Background: an optimization exercise with open tools, aiming at small area, a short achievable clock period and few clock cycles per item. Do not read the settings as production practice. Function was checked by simulation only, so behaviour that the tests miss may differ from the original. Power and IR drop assume default switching activity.

### flow/run.sh
#!/bin/bash
# synth_recipe.tcl (not shown) runs the flow's synth.tcl, then flattens the netlist and writes it again
# the make line also repeats each setting of config.mk as NAME=value (left out here)
make -C /OpenROAD-flow-scripts/flow DESIGN_CONFIG=/design/flow/config.mk WORK_HOME=/design/flow/orfs CLKGATE_MAP_FILE= SYNTH_SCRIPT=/design/flow/synth_recipe.tcl finish
### flow/config.mk
export PLATFORM = sky130hd
export DESIGN_NAME = voltmeter_display_controller_core
export DESIGN_NICKNAME = voltmeter_display_controller_core
export VERILOG_FILES = /design/flow/design.v
export SDC_FILE = /design/flow/constraint.sdc
export NUM_CORES = 4
export LEC_CHECK = 0
export ABC_CLOCK_PERIOD_IN_PS = 2500
export CAP_MARGIN = 20
export CORE_MARGIN = 2
export CORE_UTILIZATION = 40
export SETUP_SLACK_MARGIN = 5
export SLEW_MARGIN = 20
### flow/constraint.sdc
create_clock -name core_clock -period 8.0 [get_ports {i_clk}]
set_input_delay 1.6000 -clock core_clock [delete_from_list [all_inputs] [get_ports {i_clk}]]
set_output_delay 1.6000 -clock core_clock [all_outputs]
set_load 0.01 [all_outputs]
### flow/design.v
`default_nettype none
package vdc_pkg;
    localparam int ADC_W      = 10;
    localparam int ACC_W      = 13;    
    localparam int CNT_W      = 3;
    localparam int FUNC_W     = 2;
    localparam int SW_W       = 4;
    localparam int VAL_W      = 7;
    localparam int DUTY_W     = 7;
    localparam int SEG_W      = 8;
    localparam int PERIOD_W   = 16;
    localparam int PL_W       = 10;    
    localparam int CFG_IDX_W  = 3;
    localparam int CFG_DATA_W = 16;
    localparam logic [PERIOD_W-1:0] PERIOD_RST = 16'd25000;
    localparam logic [DUTY_W-1:0]   LEVEL0_RST = 7'd3;
    localparam logic [DUTY_W-1:0]   LEVEL1_RST = 7'd15;
    localparam logic [DUTY_W-1:0]   LEVEL2_RST = 7'd40;
    localparam logic [DUTY_W-1:0]   LEVEL3_RST = 7'd90;
    localparam logic [ACC_W-1:0] ACC_BIAS = 13'd120;
    localparam logic [FUNC_W-1:0] FUNC_SAMPLE  = 2'd0;
    localparam logic [FUNC_W-1:0] FUNC_REFRESH = 2'd1;
    localparam logic [FUNC_W-1:0] FUNC_SWITCH  = 2'd2;
    localparam logic [FUNC_W-1:0] FUNC_NONE    = 2'd3;
    function automatic logic [6:0] glyph(input logic [3:0] d);
        case (d)
            4'h0:    glyph = 7'h77;
            4'h1:    glyph = 7'h41;
            4'h2:    glyph = 7'h3B;
            4'h3:    glyph = 7'h6B;
            4'h4:    glyph = 7'h4D;
            4'h5:    glyph = 7'h6E;
            4'h6:    glyph = 7'h7E;
            4'h7:    glyph = 7'h43;
            4'h8:    glyph = 7'h7F;
            4'h9:    glyph = 7'h6F;
            4'hA:    glyph = 7'h5F;
            4'hB:    glyph = 7'h7C;
            4'hC:    glyph = 7'h36;
            4'hD:    glyph = 7'h79;
            4'hE:    glyph = 7'h3E;
            default: glyph = 7'h1E;
        endcase
    endfunction
endpackage
`default_nettype wire
`default_nettype none
import vdc_pkg::*;
module vdc_cfg (
    input  wire logic                    i_clk,
    input  wire logic                    i_rst_n,
    input  wire logic                    i_cfg_we,
    input  wire logic [CFG_IDX_W-1:0]    i_cfg_idx,
    input  wire logic [CFG_DATA_W-1:0]   i_cfg_data,
    input  wire logic                    i_rotate,
    output      logic [PERIOD_W-1:0]     o_period,
    output      logic [4*DUTY_W-1:0]     o_levels
);
    logic [PERIOD_W-1:0] r_period;
    logic [DUTY_W-1:0]   r_level0, r_level1, r_level2, r_level3;
    always_ff @(posedge i_clk) begin
        if (!i_rst_n) begin
            r_period <= PERIOD_RST;
            r_level0 <= LEVEL0_RST;
            r_level1 <= LEVEL1_RST;
            r_level2 <= LEVEL2_RST;
            r_level3 <= LEVEL3_RST;
        end else begin
            if (i_cfg_we && i_cfg_idx == 3'd0) r_period <= i_cfg_data;
            else if (i_rotate)                 r_period <= {r_period[PERIOD_W-2:0], r_period[PERIOD_W-1]};
            if (i_cfg_we && i_cfg_idx == 3'd1) r_level0 <= i_cfg_data[DUTY_W-1:0];
            if (i_cfg_we && i_cfg_idx == 3'd2) r_level1 <= i_cfg_data[DUTY_W-1:0];
            if (i_cfg_we && i_cfg_idx == 3'd3) r_level2 <= i_cfg_data[DUTY_W-1:0];
            if (i_cfg_we && i_cfg_idx == 3'd4) r_level3 <= i_cfg_data[DUTY_W-1:0];
        end
    end
    assign o_period = r_period;
    assign o_levels = {r_level3, r_level2, r_level1, r_level0};
endmodule
`default_nettype wire
`default_nettype none
import vdc_pkg::*;
module vdc_state (
    input  wire logic                 i_clk,
    input  wire logic                 i_rst_n,
    input  wire logic                 i_load,
    input  wire logic [FUNC_W-1:0]    i_func,
    input  wire logic [PL_W-1:0]      i_pl,
    input  wire logic [PERIOD_W-1:0]  i_period,
    output      logic                 o_start,
    output      logic                 o_set,
    output      logic [PERIOD_W-1:0]  o_set_val,
    output      logic [SEG_W-1:0]     o_seg,
    output      logic [DUTY_W-1:0]    o_duty,
    output      logic [VAL_W-1:0]     o_value
);
    logic [ACC_W-1:0]  r_acc;      
    logic [CNT_W-1:0]  r_count;
    logic [VAL_W-1:0]  r_value;
    logic              r_toggle;
    logic              r_volt;     
    logic [DUTY_W-1:0] r_duty;
    logic [SEG_W-1:0]  r_seg;      
    logic [ACC_W:0]    w_acc_sum;
    logic [10:0]       w_y;
    logic [5:0]        w_a;
    logic [4:0]        w_b;
    logic [5:0]        w_ab;
    logic [VAL_W-1:0]  w_avg_val;
    assign w_acc_sum = (ACC_W+1)'(r_acc) + (ACC_W+1)'(i_pl);
    assign w_y       = w_acc_sum[ACC_W:3];
    assign w_a       = w_y[10:5];
    assign w_b       = w_y[4:0];
    assign w_ab      = w_a + 6'(w_b);
    assign w_avg_val = VAL_W'(w_a) + ((w_ab >= 6'd62) ? 7'd2 : (w_ab >= 6'd31) ? 7'd1 : 7'd0);
    logic [3:0]        w_digit;
    assign w_digit = r_toggle ? 4'(r_value / 7'd10) : 4'(r_value % 7'd10);
    logic [1:0]        w_sw_mode;
    logic [DUTY_W-1:0] w_lv;
    logic              w_lv_zero, w_lv_full;
    assign w_sw_mode = i_pl[9:8];
    assign w_lv      = i_pl[DUTY_W-1:0];
    assign w_lv_zero = (w_lv == 7'd0);
    assign w_lv_full = (w_lv >= 7'd100);
    logic w_is_switch;
    assign w_is_switch = i_load && (i_func == FUNC_SWITCH);
    always_comb begin
        o_start   = 1'b0;
        o_set     = 1'b0;
        o_set_val = '0;
        if (w_is_switch) begin
            case (w_sw_mode)
                2'd0: o_set = 1'b1;
                2'd1: begin o_set = 1'b1; o_set_val = i_period; end
                2'd2: begin
                    if (w_lv_zero)      o_set = 1'b1;
                    else if (w_lv_full) begin o_set = 1'b1; o_set_val = i_period; end
                    else                o_start = 1'b1;
                end
                default: ;
            endcase
        end
    end
    always_ff @(posedge i_clk) begin
        if (!i_rst_n) begin
            r_acc    <= ACC_BIAS;
            r_count  <= '0;
            r_value  <= '0;
            r_toggle <= 1'b0;
            r_volt   <= 1'b1;
            r_duty   <= '0;
            r_seg    <= '0;
        end else if (i_load) begin
            case (i_func)
                FUNC_SAMPLE: if (r_volt) begin
                    if (r_count == 3'd7) begin
                        r_acc   <= ACC_BIAS;
                        r_count <= '0;
                        r_value <= w_avg_val;
                    end else begin
                        r_acc   <= w_acc_sum[ACC_W-1:0];
                        r_count <= r_count + 3'd1;
                    end
                end
                FUNC_REFRESH: begin
                    r_toggle <= !r_toggle;
                    r_seg    <= {r_toggle, vdc_pkg::glyph(w_digit)};
                end
                FUNC_SWITCH: case (w_sw_mode)
                    2'd0: begin r_volt <= 1'b1; r_duty <= 7'd0;   end
                    2'd1: begin r_volt <= 1'b0; r_duty <= 7'd100; end
                    2'd2: begin
                        r_volt  <= 1'b0;
                        r_duty  <= w_lv_full ? 7'd100 : w_lv;
                        r_value <= w_lv;
                    end
                    default: ;
                endcase
                default: ;
            endcase
        end
    end
    assign o_seg   = r_seg;
    assign o_duty  = r_duty;
    assign o_value = r_value;
endmodule
`default_nettype wire
`default_nettype none
import vdc_pkg::*;
module vdc_out (
    input  wire logic                 i_clk,
    input  wire logic                 i_rst_n,
    input  wire logic                 i_start,    
    input  wire logic                 i_set,      
    input  wire logic [PERIOD_W-1:0]  i_set_val,
    input  wire logic                 i_pbit,     
    input  wire logic [DUTY_W-1:0]    i_duty,
    output      logic                 o_busy,
    output      logic [PERIOD_W-1:0]  o_compare
);
    logic [PERIOD_W:0] r_q;
    logic [6:0]        r_rem;
    logic [8:0]        w_t;
    logic [1:0]        w_k;
    logic [8:0]        w_rem;
    assign o_busy    = !r_q[PERIOD_W];
    assign o_compare = r_q[PERIOD_W-1:0];
    assign w_t = {1'b0, r_rem, 1'b0} + (i_pbit ? {2'b00, i_duty} : 9'd0);
    always_comb begin
        if (w_t >= 9'd200) begin
            w_k   = 2'd2;
            w_rem = w_t - 9'd200;
        end else if (w_t >= 9'd100) begin
            w_k   = 2'd1;
            w_rem = w_t - 9'd100;
        end else begin
            w_k   = 2'd0;
            w_rem = w_t;
        end
    end
    always_ff @(posedge i_clk) begin
        if (!i_rst_n) begin
            r_q <= {1'b1, {PERIOD_W{1'b0}}};
        end else if (i_start) begin
            r_q <= {{PERIOD_W{1'b0}}, 1'b1};
        end else if (i_set) begin
            r_q <= {1'b1, i_set_val};
        end else if (o_busy) begin
            r_q <= {r_q[PERIOD_W-1:0], 1'b0} + {{(PERIOD_W-1){1'b0}}, w_k};
        end
    end
    always_ff @(posedge i_clk) begin
        if (i_start)     r_rem <= '0;
        else if (o_busy) r_rem <= w_rem[6:0];
    end
endmodule
`default_nettype wire
`default_nettype none
import vdc_pkg::*;
module voltmeter_display_controller_core (
    input  wire logic                           i_clk,
    input  wire logic                           i_rst_n,
    input  wire logic                           i_cfg_we,
    input  wire logic [vdc_pkg::CFG_IDX_W-1:0]  i_cfg_idx,
    input  wire logic [vdc_pkg::CFG_DATA_W-1:0] i_cfg_data,
    input  wire logic                           i_in_valid,
    output      logic                           o_in_ready,
    input  wire logic [vdc_pkg::FUNC_W-1:0]     i_in_func,
    input  wire logic [9:0]                     i_in_sample,
    input  wire logic [vdc_pkg::SW_W-1:0]       i_in_switches,
    output      logic                           o_out_valid,
    input  wire logic                           i_out_ready,
    output      logic [vdc_pkg::SEG_W-1:0]      o_out_segments,
    output      logic                           o_out_digit_high,
    output      logic [vdc_pkg::DUTY_W-1:0]     o_out_duty_percent,
    output      logic [vdc_pkg::PERIOD_W-1:0]   o_out_compare_count,
    output      logic [vdc_pkg::VAL_W-1:0]      o_out_shown_value
);
    logic [PERIOD_W-1:0]  w_period;
    logic [4*DUTY_W-1:0]  w_levels;
    logic                 w_busy;
    logic                 r_m_valid, r_k_valid;
    logic [FUNC_W-1:0]    r_m_func,  r_k_func;
    logic [PL_W-1:0]      r_m_pl,    r_k_pl;
    logic [PL_W-1:0]      w_in_pl;
    logic [DUTY_W-1:0]    w_in_lv;
    logic                 w_take, w_adv;
    logic                 r_s_pend;
    assign w_in_lv = w_levels[i_in_switches[3:2]*DUTY_W +: DUTY_W];
    assign w_in_pl = (i_in_func == FUNC_SWITCH) ? {i_in_switches[1:0], 1'b0, w_in_lv}
                                                : i_in_sample;
    assign o_in_ready = !r_k_valid;
    assign w_take     = i_in_valid && !r_k_valid;
    assign w_adv      = r_m_valid && !w_busy && (!r_s_pend || i_out_ready);
    always_ff @(posedge i_clk) begin
        if (!i_rst_n) begin
            r_m_valid <= 1'b0;
            r_k_valid <= 1'b0;
            r_s_pend  <= 1'b0;
        end else begin
            if (w_adv) begin
                r_m_valid <= r_k_valid || w_take;
                r_k_valid <= 1'b0;
            end else if (w_take) begin
                r_m_valid <= 1'b1;
                r_k_valid <= r_m_valid;
            end
            if (w_adv)                  r_s_pend <= 1'b1;
            else if (o_out_valid && i_out_ready) r_s_pend <= 1'b0;
        end
    end
    always_ff @(posedge i_clk) begin
        if (w_adv ? !r_k_valid : !r_m_valid) begin
            r_m_func <= i_in_func;
            r_m_pl   <= w_in_pl;
        end else if (w_adv) begin
            r_m_func <= r_k_func;
            r_m_pl   <= r_k_pl;
        end
        if (!r_k_valid) begin
            r_k_func <= i_in_func;
            r_k_pl   <= w_in_pl;
        end
    end
    logic w_period_we;
    assign w_period_we = i_cfg_we && (i_cfg_idx == 3'd0);
    vdc_cfg u_cfg (
        .i_clk      (i_clk),
        .i_rst_n    (i_rst_n),
        .i_cfg_we   (i_cfg_we),
        .i_cfg_idx  (i_cfg_idx),
        .i_cfg_data (i_cfg_data),
        .i_rotate   (w_busy),
        .o_period   (w_period),
        .o_levels   (w_levels)
    );
    logic                w_start, w_set;
    logic [PERIOD_W-1:0] w_set_val;
    logic [SEG_W-1:0]    w_seg;
    logic [DUTY_W-1:0]   w_duty;
    logic [VAL_W-1:0]    w_value;
    logic [PERIOD_W-1:0] w_compare;
    vdc_state u_state (
        .i_clk      (i_clk),
        .i_rst_n    (i_rst_n),
        .i_load     (w_adv),
        .i_func     (r_m_func),
        .i_pl       (r_m_pl),
        .i_period   (w_period),
        .o_start    (w_start),
        .o_set      (w_set),
        .o_set_val  (w_set_val),
        .o_seg      (w_seg),
        .o_duty     (w_duty),
        .o_value    (w_value)
    );
    vdc_out u_out (
        .i_clk      (i_clk),
        .i_rst_n    (i_rst_n),
        .i_start    (w_start || w_period_we),
        .i_set      (w_set),
        .i_set_val  (w_set_val),
        .i_pbit     (w_period[PERIOD_W-1]),
        .i_duty     (w_duty),
        .o_busy     (w_busy),
        .o_compare  (w_compare)
    );
    assign o_out_valid         = r_s_pend && !w_busy;
    assign o_out_segments      = w_seg;
    assign o_out_digit_high    = w_seg[SEG_W-1];
    assign o_out_duty_percent  = w_duty;
    assign o_out_compare_count = w_compare;
    assign o_out_shown_value   = w_value;
endmodule
`default_nettype wire
==> notes.md, run 1 <==
clock power share 0.370; number of global-route vias before repair about 6.7k; global-route wire length before repair 35270 um; total global-route track usage 0.2038; maximum number of pins on one net before global-route repair 49; power density of the placed cells around 190 nW/um^2; cells after synthesis ~890; floorplan die height 145.8 um; cell type with the largest total area after synthesis sky130_fd_sc_hd__dfxtp_1; horizontal die dimension approximately 150 um; detailed router's first-iteration violation count approximately 400; critical path type reg -> reg; vias per cell 5.385; RD Place Congestion ~0.85; element type at the critical path start flip-flop; GRT Residual Overflow 0; area growth from synthesis to layout 33.11%; Final Slew Violations 0; per-instance average area after synthesis approximately 9.0 sq um; floorplan core area about 20000 sq um; Largest delay share family, worst path compound AO/OA/AOI/OAI gates; WP data arrival 4530 ps; portion of synthesized cell area occupied by the leading cell type 0.2762; biggest area contributors in the synthesized netlist sky130_fd_sc_hd__dfxtp_1 (28%), sky130_fd_sc_hd__edfxtp_1 (9.0%), sky130_fd_sc_hd__ha_1 (7.0%); final HPWL from detailed placement around 14000 um; Hold Slack approximately 450 ps; count of TritonRoute iterations in the first routing pass 5; delay contributed by the slowest stage of the critical path roughly 500 ps; setup total negative slack 0 ps; cell-internal power approximately 1.4 mW; peak ir drop on the vdd network between 0.1 and 0.15 mV; CP endpoint kind flip-flop; count of port buffers added during placement 80; main flop type after synthesis sky130_fd_sc_hd__dfxtp_1; final-stage net count 1085; leading cell type in the layout, fill and taps excluded sky130_fd_sc_hd__nand2_1; power share of the combinational group 0.254; Crit path top cell by count sky130_fd_sc_hd__a21o_1; clock period minus worst slack 4186 ps; Ports ~80; number of antenna violations at the first check in global routing 0; outcome timing/DRC/antenna clean; Hold Path Class reg -> reg; crit share post-route 0.5233; Initial Util 0.4107; count of endpoints failing hold in the final timing report 0; post-synth cell types 80; # setup viols final 0; f_max between 200 and 250 MHz; latest clock arrival within the worst-skew pair between 400 and 500 ps; switch share 0.3045; die outline area 21270 sq um; Flop pwr share 0.376; CTS tree done; Buffers & Inverters on Critical Path 0; most frequent cells in the layout sky130_fd_sc_hd__nand2_1 (110), sky130_fd_sc_hd__dfxtp_1 (90), sky130_fd_sc_hd__nor2_1 (67), sky130_fd_sc_hd__clkdlybuf4s50_1 (64), sky130_fd_sc_hd__buf_4 (62); detailed-route wire length roughly 22000 um; sequential element share of the synthesized area 0.3657; library cell used as clock root buffer sky130_fd_sc_hd__clkbuf_16; residual antenna-violating net count after detailed routing 0; Worst-path clk slew ~60 ps; critical-path cell with the highest stage delay sky130_fd_sc_hd__or4_4; endpoint required time on the critical path ~8300 ps; Max Buffers Root-to-Sink 2; yosys warns 4; measured slew at the worst slew-check pin 996.1 ps; Row Count 51; final worst clock skew 11.34 ps; Avg WL per Cell roughly 17 um; number of enable flip-flop cells after synthesis 24; net switching power of the design 625.4 uW; Leakage roughly 4.3 nW; critical-path maximum fanout 2; FFs w/ async S/R, synth 0; Post-Syn Nets 982; RSZ-0062 raised after global routing yes; Post-CTS Hold Fix Bufs 0; clock buffer count from CTS 17; max cap viols 0; count of vias placed by the detailed router 6860; Antenna diodes 0; Seq cells post-synth between 100 and 150; number of H-tree branching levels 4; DRC Markers 0; clock sinks around 140; post-layout util 0.5467; cell area after synthesis 8046 sq um; CP cell instances ha_4, or4_4, a21o_1, a31o_4, xor2_4, ha_1, a21o_1, a21o_1, a21o_1, a21oi_2, xor2_1, mux2i_1, ha_2, fa_2, xnor2_1, a211o_1, a21oi_2; worst-case headroom to the max-slew limit 0.3308; proportion of layout cells with a drive suffix above 1 0.2686
-- final timing paths --
| path | cells past startpoint | from | endpoint | slack [ps] |
|---|---|---|---|---|
| setup / recovery | 17 | r_m_pl[5]$_DFFE_PP_ | u_state.r_value[2]$_SDFFE_PN0P_ | 3810 |
| hold / removal | 2 | u_state.r_seg[6]$_SDFFE_PN0P_ | u_state.r_seg[6]$_SDFFE_PN0P_ | 450 |
| setup reg to reg | 17 | r_m_pl[5]$_DFFE_PP_ | u_state.r_value[2]$_SDFFE_PN0P_ | 3810 |
| hold reg to reg | 2 | u_state.r_seg[6]$_SDFFE_PN0P_ | u_state.r_seg[6]$_SDFFE_PN0P_ | 450 |
-- routing by layer --
metal | share of wire | track usage | up-vias
met4 | 0.010 | 0.05343 | 0
met3 | 0.033 | 0.03260 | 21
li1 | - | - | 3437
met2 | 0.46 | 0.3208 | 128
met5 | 0 | 0 | -
met1 | 0.49 | 0.2909 | 3274
-- worst min-delay path, stage by stage (launching register included) --
cell                       delay, ps
sky130_fd_sc_hd__dfxtp_1         310
sky130_fd_sc_hd__nand2_1          50
sky130_fd_sc_hd__a21boi_1         50
-- cell type report --
cell class                 count  area [sq um]
tap                          265         331.6
clock inverter                13         133.9
clock buffer                  19         442.9
fill                        1817          8880
sequential                   135          2987
inverter                      23         90.09
multi-input combinational    671          5340
timing repair buffer         148          1385
-- logic make-up (layout without fill, tap and decap cells) --
logic type               Yosys count  count (layout)  share of synthesized area
flip-flops                       135             135                     0.3657
AO/OA/AOI/OAI                    203             204                     0.1798
adder cells (fa/ha/maj)           49              49                    0.07993
XOR/XNOR                          35              35                    0.03810
multiplexers                      62              62                    0.09128
buffers and inverters             88             203                    0.05193
AND/OR/NAND/NOR                  321             321                     0.1933
-- cells in the mapped netlist (all sizes together) (4+ instances only) --
cell,instances
xor2,13
or3,4
a31o,4
o211ai,4
nand3,35
a21o,8
nor2b,18
mux2i,34
xnor2,22
dfxtp,111
o41ai,5
a221oi,6
nand3b,7
edfxtp,24
nor3,9
o21bai,5
and3,12
o22ai,4
inv,23
a21boi,9
a31oi,6
mux2,21
buf,25
clkbuf,40
a21oi,50
a222oi,13
o21ai,35
ha,45
mux4,7
nand4,5
and2,13
a22oi,12
nor2,74
nor3b,5
fa,4
nor4,5
nand2b,9
nand2,112
or2,5
a211oi,18
-- sequential cells by signal (all words and copies together) (netlist names), 2 cells and up --
name,flops
u_cfg.r_period,16
r_m_pl,10
u_cfg.r_level1,7
u_cfg.r_level2,7
u_out.r_rem,7
r_k_pl,10
u_state.r_count,3
u_state.r_seg,8
u_state.r_value,7
u_state.r_duty,7
u_out.r_q,17
u_cfg.r_level0,7
r_m_func,2
u_state.r_acc,13
u_cfg.r_level3,7
r_k_func,2
-- power by group through the flow --
stage	Combinational [mW]	Clock (mW)	Sequential, mW
after floorplan	0.335	0	0.773
after global placement	0.419	0	0.788
after detailed placement	0.424	0	0.789
after CTS	0.491	0.772	0.771
after global routing	0.574	0.804	0.777
final	0.522	0.760	0.772
-- repair_timing --
action,CTS,global route
setup endpoints to repair,98,50
resized for setup,90,41
gates cloned,3,0
buffers inserted,56,7
pin swaps,28,33
-- per-stage QoR --
| stage | instance area, sq um | instances | worst slack (ps) | power [mW] |
|---|---|---|---|---|
| 2_1_floorplan | 8344 | 893 | 3988 | 1.107 |
| 4_1_cts | 10500 | 1267 | 3883 | 2.034 |
| 3_5_place_dp | 9114 | 1176 | 3575 | 1.213 |
| 6_report | 10710 | 1274 | 3814 | 2.054 |
| 5_1_grt | 10710 | 1274 | 3653 | 2.154 |
| 3_3_place_gp | 9107 | 1176 | 3720 | 1.207 |
Testbench counts, summed over its fixed seeds: cycles 17,398, items 16,046.
==> run 2: changes to the inputs <==
--- a/flow/config.mk
+++ b/flow/config.mk
@@ -7,3 +7,3 @@
 export LEC_CHECK = 0
-export ABC_CLOCK_PERIOD_IN_PS = 2500
+export ABC_CLOCK_PERIOD_IN_PS = 3500
 export CAP_MARGIN = 20
@@ -11,3 +11,3 @@
 export CORE_UTILIZATION = 40
-export SETUP_SLACK_MARGIN = 5
+export SETUP_SLACK_MARGIN = 4
 export SLEW_MARGIN = 20
==> run 2 against run 1 <==
Against the previous run: sequential power about the same; combinational power down 14%; global-route usage down 2.0 points; synthesized cell count unchanged; area after synthesis unchanged; count of clock-buffer cells in the layout unchanged; die area unchanged; flip-flop and latch count unchanged; critical path type unchanged; critical endpoint unchanged; largest power group is now clock.
==> notes.md, run 2 <==
outcome timing/DRC/antenna clean; count of endpoints failing hold in the final timing report 0 (unchanged); flip-flop count of the largest register after layout 17 (unchanged); Antenna diodes 0 (unchanged); Max Buffers Root-to-Sink 2 (unchanged); Final Slew Violations 0 (unchanged); element type at the critical path start flip-flop; cell type with the largest total area after synthesis sky130_fd_sc_hd__dfxtp_1; cells after synthesis 893 (unchanged); final HPWL from detailed placement 13860 um (-2.3%); residual antenna-violating net count after detailed routing 0 (unchanged); vias per cell 5.457 (+1.3%); number of antenna violations at the first check in global routing 0 (unchanged); net switching power of the design 613.4 uW (-1.9%); horizontal die dimension 145.8 um (unchanged); Crit path top cell by count sky130_fd_sc_hd__a21o_1; floorplan core area 19590 sq um (unchanged); detailed router's first-iteration violation count 449 (+9.2%); final worst setup slack 3853 ps (+39.63 ps); clock power share 0.400 (+0.030); count of port buffers added during placement 80 (unchanged); Post-Syn Nets 982 (unchanged); proportion of layout cells with a drive suffix above 1 0.1580 (-0.1106); first element of the critical path r_m_pl[5]$_DFFE_PP_; setup slack of the most critical reg-to-reg path 3850 ps (+40 ps); switch share 0.3012 (-0.003208); power density of the placed cells 206.6 nW/um^2 (+7.7%); total global-route track usage 0.1838 (-0.01996); detailed-route wire length 19740 um (-9.1%); GRT Residual Overflow 0 (unchanged); measured slew at the worst slew-check pin 977.5 ps (-18.65 ps); Avg WL per Cell 16.09 um (-5.7%); global-route wire length before repair 31720 um (-10%); yosys warns 4 (unchanged); delay contributed by the slowest stage of the critical path 520 ps (about the same); r2r worst-path depth 17 (unchanged); power share of the combinational group 0.222 (-0.032); worst-case headroom to the max-slew limit 0.3433 (+0.01253); Layout Cell Area excl Fill 9856 sq um (-8.0%); CP cell instances ha_2, or4_4, a21o_1, a31o_4, xor2_4, ha_1, a21o_1, a21o_1, a21o_1, a21oi_2, xor2_2, mux2i_1, ha_2, fa_2, xnor2_1, a211o_1, a21oi_1; Largest regs u_out.r_q x17, u_cfg.r_period x16, u_state.r_acc x13; Largest delay share family, worst path compound AO/OA/AOI/OAI gates; clock buffer count from CTS 17 (unchanged); floorplan die height 145.8 um (unchanged); final-stage net count 1038 (-4.3%); cell area after placement 8930 sq um (-2.0%); latest clock arrival within the worst-skew pair 430 ps (about the same); most frequent cells in the layout sky130_fd_sc_hd__nand2_1 (111), sky130_fd_sc_hd__dfxtp_1 (110), sky130_fd_sc_hd__clkdlybuf4s50_1 (79), sky130_fd_sc_hd__nor2_1 (71), sky130_fd_sc_hd__a21oi_1 (45); library cell with the highest instance count after synthesis sky130_fd_sc_hd__nand2_1; Initial Util 0.4107 (unchanged); critical-path maximum fanout 3 (+1); critical path type reg -> reg; post-synth cell types 80 (unchanged); clock period minus worst slack 4147 ps (-39.63 ps); count of TritonRoute iterations in the first routing pass 6 (+1); Worst R2R Start r_m_pl[5]$_DFFE_PP_; die outline area 21270 sq um (unchanged); final worst clock skew 8.899 ps (-2.442 ps); Ports 81 (unchanged); crit share post-route 0.5183 (-0.004954); Buffers & Inverters on Critical Path 0 (unchanged); CP endpoint kind flip-flop; clock sinks 135 (unchanged); number of enable flip-flop cells after synthesis 24 (unchanged); critical path depth in cells 17 (unchanged); peak ir drop on the vdd network 0.1244 mV (-16%); CTS tree done; worst r2r dst u_state.r_value[2]$_SDFFE_PN0P_; Hold Path Class reg -> reg; endpoint required time on the critical path 8350 ps (about the same); DRC Markers 0 (unchanged); Post-CTS Hold Fix Bufs 0 (unchanged); leading cell type in the layout, fill and taps excluded sky130_fd_sc_hd__nand2_1; Flop pwr share 0.378 (+0.002); per-instance average area after synthesis 9.011 sq um (unchanged); FFs w/ async S/R, synth 0 (unchanged); main flop type after synthesis sky130_fd_sc_hd__dfxtp_1; library cell used as clock root buffer sky130_fd_sc_hd__clkbuf_16; area growth from synthesis to layout 22.48%; count of vias placed by the detailed router 6696 (-2.4%); RSZ-0062 raised after global routing yes; setup total negative slack 0 ps (unchanged); Worst Setup Slack post-DPL 3567 ps (-7.720 ps); max cap viols 0 (unchanged); end of the critical path u_state.r_value[2]$_SDFFE_PN0P_; cell-internal power 1.423 mW (-0.41%); Seq cells post-synth 135 (unchanged); number of H-tree branching levels 4 (unchanged); sequential element share of the synthesized area 0.3657 (unchanged); biggest area contributors in the synthesized netlist sky130_fd_sc_hd__dfxtp_1 (28%), sky130_fd_sc_hd__edfxtp_1 (9.0%), sky130_fd_sc_hd__ha_1 (7.0%); cell area after synthesis 8046 sq um (unchanged); maximum number of pins on one net before global-route repair 49 (unchanged); # setup viols final 0 (unchanged); f_max 241.2 MHz (+0.96%); most instantiated cells after synthesis sky130_fd_sc_hd__nand2_1 (112), sky130_fd_sc_hd__dfxtp_1 (111), sky130_fd_sc_hd__nor2_1 (74); critical-path cell with the highest stage delay sky130_fd_sc_hd__or4_4; WP data arrival 4490 ps (-40 ps); register containing the most flip-flops in the final layout u_out.r_q; Worst-path clk slew 60 ps (about the same); Row Count 51 (unchanged); portion of synthesized cell area occupied by the leading cell type 0.2762 (unchanged); number of global-route vias before repair 6112 (-8.7%); RD Place Congestion 0.8442 (-0.53%); Leakage 3.898 nW (-10%)
run 2: cell counts after synthesis:
No cell type changed its count.
run 2: area by class of cell:
| type | instances | area (sq um) |
|---|---|---|
| Clock buffer | 19 | 475.5 |
| Multi-Input combinational cell | 670 | 4907 |
| Inverter | 23 | 86.33 |
| Clock inverter | 13 | 147.6 |
| Timing Repair Buffer | 102 | 960.9 |
| Tap cell | 265 | 331.6 |
| Fill cell | 1820 | 9734 |
| Sequential cell | 135 | 2947 |
run 2: how the worst min path moves through the flow:
stage / from / end / cells past startpoint
global placement: u_cfg.r_level2[0]$_SDFFE_PN0P_ / u_cfg.r_level2[0]$_SDFFE_PN0P_ / 2
global route: u_cfg.r_level2[0]$_SDFFE_PN0P_ / u_cfg.r_level2[0]$_SDFFE_PN0P_ / 2
floorplan: u_cfg.r_level2[0]$_SDFFE_PN0P_ / u_cfg.r_level2[0]$_SDFFE_PN0P_ / 2
CTS: u_cfg.r_level2[6]$_SDFFE_PN0P_ / u_cfg.r_level2[6]$_SDFFE_PN0P_ / 2
detailed placement: u_cfg.r_level2[6]$_SDFFE_PN0P_ / u_cfg.r_level2[6]$_SDFFE_PN0P_ / 2
finish: u_cfg.r_level2[6]$_SDFFE_PN0P_ / u_cfg.r_level2[6]$_SDFFE_PN0P_ / 2
run 2: timing repair:
| item | 4_1_cts | 5_1_grt |
|---|---|---|
| endpoints found under the setup margin | 14 | 14 |
| gates resized for setup | 15 | 25 |
| endpoints found under the hold margin | 0 | 0 |
| pin swaps | 8 | 15 |
| setup buffers | 12 | 5 |
run 2: layer usage:
metal / global-route usage / wire length (um)
met1: 0.2649 / 9909
met4: 0.05147 / 219
met5: 0 / 0
met2: 0.2783 / 8780
met3: 0.03793 / 830
run 2: cell families (layout without fill, tap and decap cells):
group,after synthesis,count (layout),synth area share
flip-flops,135,135,0.3657
AND/OR/NAND/NOR,321,321,0.1933
XOR/XNOR,35,35,0.03810
adder cells (fa/ha/maj),49,49,0.07993
multiplexers,62,62,0.09128
buffers and inverters,88,157,0.05193
AO/OA/AOI/OAI,203,203,0.1798
run 2: per-stage QoR:
step	hold slack, ps	instances	util	total power, mW
finish	453.5	1227	0.5031	2.036
global placement	441.0	1178	0.4558	1.179
global route	478.9	1227	0.5031	2.138
CTS	456.3	1222	0.4951	2.024
detailed placement	447.5	1178	0.4558	1.181
floorplan	433.1	893	-	1.075
run 2: tightest hold or removal path: stages, from the launching register on:
cell                      delay [ps]
sky130_fd_sc_hd__dfxtp_1         310
sky130_fd_sc_hd__nand2_1          50
sky130_fd_sc_hd__a21oi_1          50
run 2: power groups by stage:
stage	Sequential, mW	Clock (mW)	Combinational, mW
final	0.770	0.815	0.451
after global routing	0.775	0.858	0.504
after global placement	0.788	0	0.391
after CTS	0.770	0.827	0.428
after floorplan	0.771	0	0.304
after detailed placement	0.788	0	0.393
==> run 3: changes to the inputs <==
--- a/flow/config.mk
+++ b/flow/config.mk
@@ -7,3 +7,2 @@
 export LEC_CHECK = 0
-export ABC_CLOCK_PERIOD_IN_PS = 3500
 export CAP_MARGIN = 20
@@ -11,3 +10,2 @@
 export CORE_UTILIZATION = 40
-export SETUP_SLACK_MARGIN = 4
 export SLEW_MARGIN = 20
==> run 3 against run 2 <==
Against the previous run: still clean; power decreased by 4.0%; critical path type unchanged; area after synthesis did not move; non-clock buffer count down 18.
==> notes.md, run 3 <==
outcome timing/DRC/antenna clean; count of TritonRoute iterations in the first routing pass 6 (unchanged); Cells on Worst Hold Path 2 (unchanged); most frequent cells in the layout sky130_fd_sc_hd__nand2_1 (112), sky130_fd_sc_hd__dfxtp_1 (111), sky130_fd_sc_hd__clkdlybuf4s50_1 (79), sky130_fd_sc_hd__nor2_1 (74), sky130_fd_sc_hd__a21oi_1 (50); count of endpoints failing hold in the final timing report 0 (unchanged); Worst R2R Start r_m_pl[5]$_DFFE_PP_; floorplan core area 19590 sq um (unchanged); total global-route track usage 0.1850 (+0.001165); endpoint required time on the critical path 8340 ps (about the same); Antenna diodes 0 (unchanged); most instantiated cells after synthesis sky130_fd_sc_hd__nand2_1 (112), sky130_fd_sc_hd__dfxtp_1 (111), sky130_fd_sc_hd__nor2_1 (74); DRC Markers 0 (unchanged); count of instances resized after the clock tree is built 0 (-15); measured slew at the worst slew-check pin 976.8 ps (-0.6436 ps); share of the synthesized area in compound gates (AO/OA/AOI/OAI) 0.1798 (unchanged); clock sinks 135 (unchanged); Avg WL per Cell 16.17 um (+0.51%); post-layout util 0.4842 (-0.01891); proportion of layout cells with a drive suffix above 1 0.09852 (-0.05949); library cell used as clock root buffer sky130_fd_sc_hd__clkbuf_16; residual antenna-violating net count after detailed routing 0 (unchanged); multiplexer share of the synthesized area 0.09128 (unchanged); final HPWL from detailed placement 13920 um (+0.40%); Largest regs u_out.r_q x17, u_cfg.r_period x16, u_state.r_acc x13; count of vias placed by the detailed router 6578 (-1.8%); leading cell type in the layout, fill and taps excluded sky130_fd_sc_hd__nand2_1; vias per cell 5.441 (-0.30%); main flop type after synthesis sky130_fd_sc_hd__dfxtp_1; simple-gate area share of the yosys netlist 0.1933 (unchanged); Layout Cell Area excl Fill 9485 sq um (-3.8%); power density of the placed cells 206.0 nW/um^2 (-0.30%); maximum number of pins on one net before global-route repair 49 (unchanged); crit share post-route 0.6117 (+0.09334); library cell with the highest instance count after synthesis sky130_fd_sc_hd__nand2_1; die outline area 21270 sq um (unchanged); number of enable flip-flop cells after synthesis 24 (unchanged); RSZ-0062 raised after global routing no; final worst setup slack 3107 ps (-746.7 ps); area growth from synthesis to layout 17.88%; sequential element share of the synthesized area 0.3657 (unchanged); biggest area contributors in the synthesized netlist sky130_fd_sc_hd__dfxtp_1 (28%), sky130_fd_sc_hd__edfxtp_1 (9.0%), sky130_fd_sc_hd__ha_1 (7.0%); Ports 81 (unchanged); final worst clock skew 21.39 ps (+12.49 ps); critical path type reg -> reg; clock period minus worst slack 4893 ps (+746.7 ps); Worst Setup Slack post-DPL 3114 ps (-453.1 ps); detailed router's first-iteration violation count 410 (-8.7%); global-route wire length before repair 32200 um (+1.5%); cell area after placement 8872 sq um (-0.64%); number of H-tree branching levels 4 (unchanged); Row Count 51 (unchanged); f_max 204.4 MHz (-15%); buffer count from post-CTS setup fixing 0 (-12); source of the worst hold timing path u_state.r_seg[6]$_SDFFE_PN0P_; # setup viols final 0 (unchanged); number of global-route vias before repair 6219 (+1.8%); worst r2r dst u_state.r_value[2]$_SDFFE_PN0P_; WP data arrival 5230 ps (+740 ps); Post-Syn Nets 982 (unchanged); clock buffer count from CTS 17 (unchanged); cell type with the largest total area after synthesis sky130_fd_sc_hd__dfxtp_1; register containing the most flip-flops in the final layout u_out.r_q; worst-case headroom to the max-slew limit 0.3438 (+0.0004320); cell area after synthesis 8046 sq um (unchanged); element type at the critical path start flip-flop; max cap viols 0 (unchanged); critical-path maximum fanout 5 (+2); RD Place Congestion 0.8481 (+0.46%); horizontal die dimension 145.8 um (unchanged); fraction of synthesized cell area in xor and xnor cells 0.03810 (unchanged); Hold Path Class reg -> reg; cells after synthesis 893 (unchanged); Final Slew Violations 0 (unchanged); Worst-path clk slew 60 ps (about the same); yosys warns 4 (unchanged); post-synth cell types 80 (unchanged); setup slack of the most critical reg-to-reg path 3110 ps (-750 ps); floorplan die height 145.8 um (unchanged); Leakage 3.764 nW (-3.4%); latest clock arrival within the worst-skew pair 430 ps (about the same); portion of synthesized cell area occupied by the leading cell type 0.2762 (unchanged); final-stage net count 1020 (-1.7%); flip-flop count of the largest register after layout 17 (unchanged); combinational family with the most area after synthesis simple AND/OR/NAND/NOR gates; count of port buffers added during placement 80 (unchanged); Seq cells post-synth 135 (unchanged); number of antenna violations at the first check in global routing 0 (unchanged); Post-CTS Hold Fix Bufs 0 (unchanged); Initial Util 0.4107 (unchanged); r2r worst-path depth 17 (unchanged); number of inserted filler cells in the final layout 1910 (+4.9%); Max Buffers Root-to-Sink 2 (unchanged); Min-Delay Endpoint u_state.r_seg[6]$_SDFFE_PN0P_; CTS tree done; per-instance average area after synthesis 9.011 sq um (unchanged); CP endpoint kind flip-flop; FFs w/ async S/R, synth 0 (unchanged); peak ir drop on the vdd network 0.1565 mV (+26%); GRT Residual Overflow 0 (unchanged); post-synthesis share of cell area spent on full adders, half adders and majority gates 0.07993 (unchanged); setup total negative slack 0 ps (unchanged); detailed-route wire length 19550 um (-0.97%)
==> run 3: kinds of logic (layout without fill, tap and decap cells) <==
group                      count (synthesis)  count (layout)
AOI/OAI and AO/OA                        203             203
xor gates and xnor gates                  35              35
adders and majority gates                 49              49
buffers and inverters                     88             139
DFF                                      135             135
muxes                                     62              62
and+or+nand+nor                          321             321
==> run 3: layout make-up <==
type | instances | area [sq um] | share of cell area
well taps | 265 | 331.6 | 0.03496
flip-flops and latches | 135 | 2943 | 0.3102
repair buffers | 84 | 825.8 | 0.08706
clock inverters | 13 | 131.4 | 0.01385
clock buffers | 19 | 475.5 | 0.05013
multi-input cells | 670 | 4692 | 0.4947
inverters | 23 | 86.33 | 0.009102
==> run 3: through the flow <==
| step | hold slack [ps] | total power [mW] | instances |
|---|---|---|---|
| floorplan | 433.1 | 1.066 | 893 |
| detailed placement | 447.2 | 1.173 | 1177 |
| global placement | 442.4 | 1.171 | 1177 |
| CTS | 456.4 | 1.974 | 1209 |
| global route | 476.2 | 2.055 | 1209 |
| finish | 449.5 | 1.954 | 1209 |
==> run 3: worst max-delay path by stage <==
stage	start	slack, ps	cells past startpoint	to
2_1_floorplan	r_m_pl[5]$_DFFE_PP_	3520	17	u_state.r_value[2]$_SDFFE_PN0P_
3_3_place_gp	r_m_pl[5]$_DFFE_PP_	3200	17	u_state.r_value[2]$_SDFFE_PN0P_
3_5_place_dp	r_m_pl[5]$_DFFE_PP_	3110	17	u_state.r_value[2]$_SDFFE_PN0P_
4_1_cts	r_m_pl[5]$_DFFE_PP_	3110	17	u_state.r_value[2]$_SDFFE_PN0P_
5_1_grt	r_m_pl[5]$_DFFE_PP_	2800	17	u_state.r_value[2]$_SDFFE_PN0P_
6_report	r_m_pl[5]$_DFFE_PP_	3110	17	u_state.r_value[2]$_SDFFE_PN0P_
==> run 3: worst max-delay path, cell delays in order, from the launching register on <==
cell and delay, ps:
sky130_fd_sc_hd__edfxtp_1 500, sky130_fd_sc_hd__ha_1 280, sky130_fd_sc_hd__or4_1 560, sky130_fd_sc_hd__a21o_1 200, sky130_fd_sc_hd__a31o_2 250, sky130_fd_sc_hd__xor2_1 480, sky130_fd_sc_hd__ha_1 330, sky130_fd_sc_hd__a21o_1 150
sky130_fd_sc_hd__a21o_1 190, sky130_fd_sc_hd__a21o_1 180, sky130_fd_sc_hd__a21oi_1 160, sky130_fd_sc_hd__xor2_1 230, sky130_fd_sc_hd__mux2i_1 110, sky130_fd_sc_hd__ha_1 210, sky130_fd_sc_hd__fa_1 410, sky130_fd_sc_hd__xnor2_1 150
sky130_fd_sc_hd__a211o_1 290, sky130_fd_sc_hd__a21oi_1 120
==> run 3: where the power goes <==
group / total (mW) / switching, mW / internal [mW]
registers: 0.774 / 0.0379 / 0.736
clock network: 0.794 / 0.322 / 0.472
logic: 0.387 / 0.215 / 0.172
total: 1.95 / 0.574 / 1.38
==> run 3: layer usage <==
| layer | global-route usage | share of wire |
|---|---|---|
| met1 | 0.2649 | 0.50 |
| met5 | 0 | 0 |
| met4 | 0.04804 | 0.0098 |
| met3 | 0.03448 | 0.043 |
| met2 | 0.2866 | 0.45 |

[afterwards: timing with drivers on the ports]
The results above use ideal ports. As a check the final layouts listed here were re-extracted and re-timed, cells and wires unchanged.
Step 1, drivers: a clkbuf_16 drives i_clk and a buf_2 each remaining input, both assumed.
Step 2 also shifts input and output timing later by t, the mid clock arrival at the registers, as if the neighbouring blocks saw the same clock.
a / b / c = ideal ports / drivers / drivers and shift; a / b = the first two.
| run | shift t [ns] | setup slack, ns | clock arrival spread, ns | slew at the worst register clock pin (ns) | worst slew at a driven data input, ns |
|---|---|---|---|---|---|
| run 1 | 0.463 | 3.814 / 3.814 / 3.814 | 0.011 / 0.012 | 0.07 / 0.07 | 0.05 |
| run 2 | 0.473 | 3.853 / 3.853 / 3.853 | 0.013 / 0.013 | 0.07 / 0.07 | 0.04 |
| run 3 | 0.465 | 3.107 / 3.107 / 3.107 | 0.027 / 0.027 | 0.07 / 0.07 | 0.04 |
After both steps setup and hold are still met in every run listed.
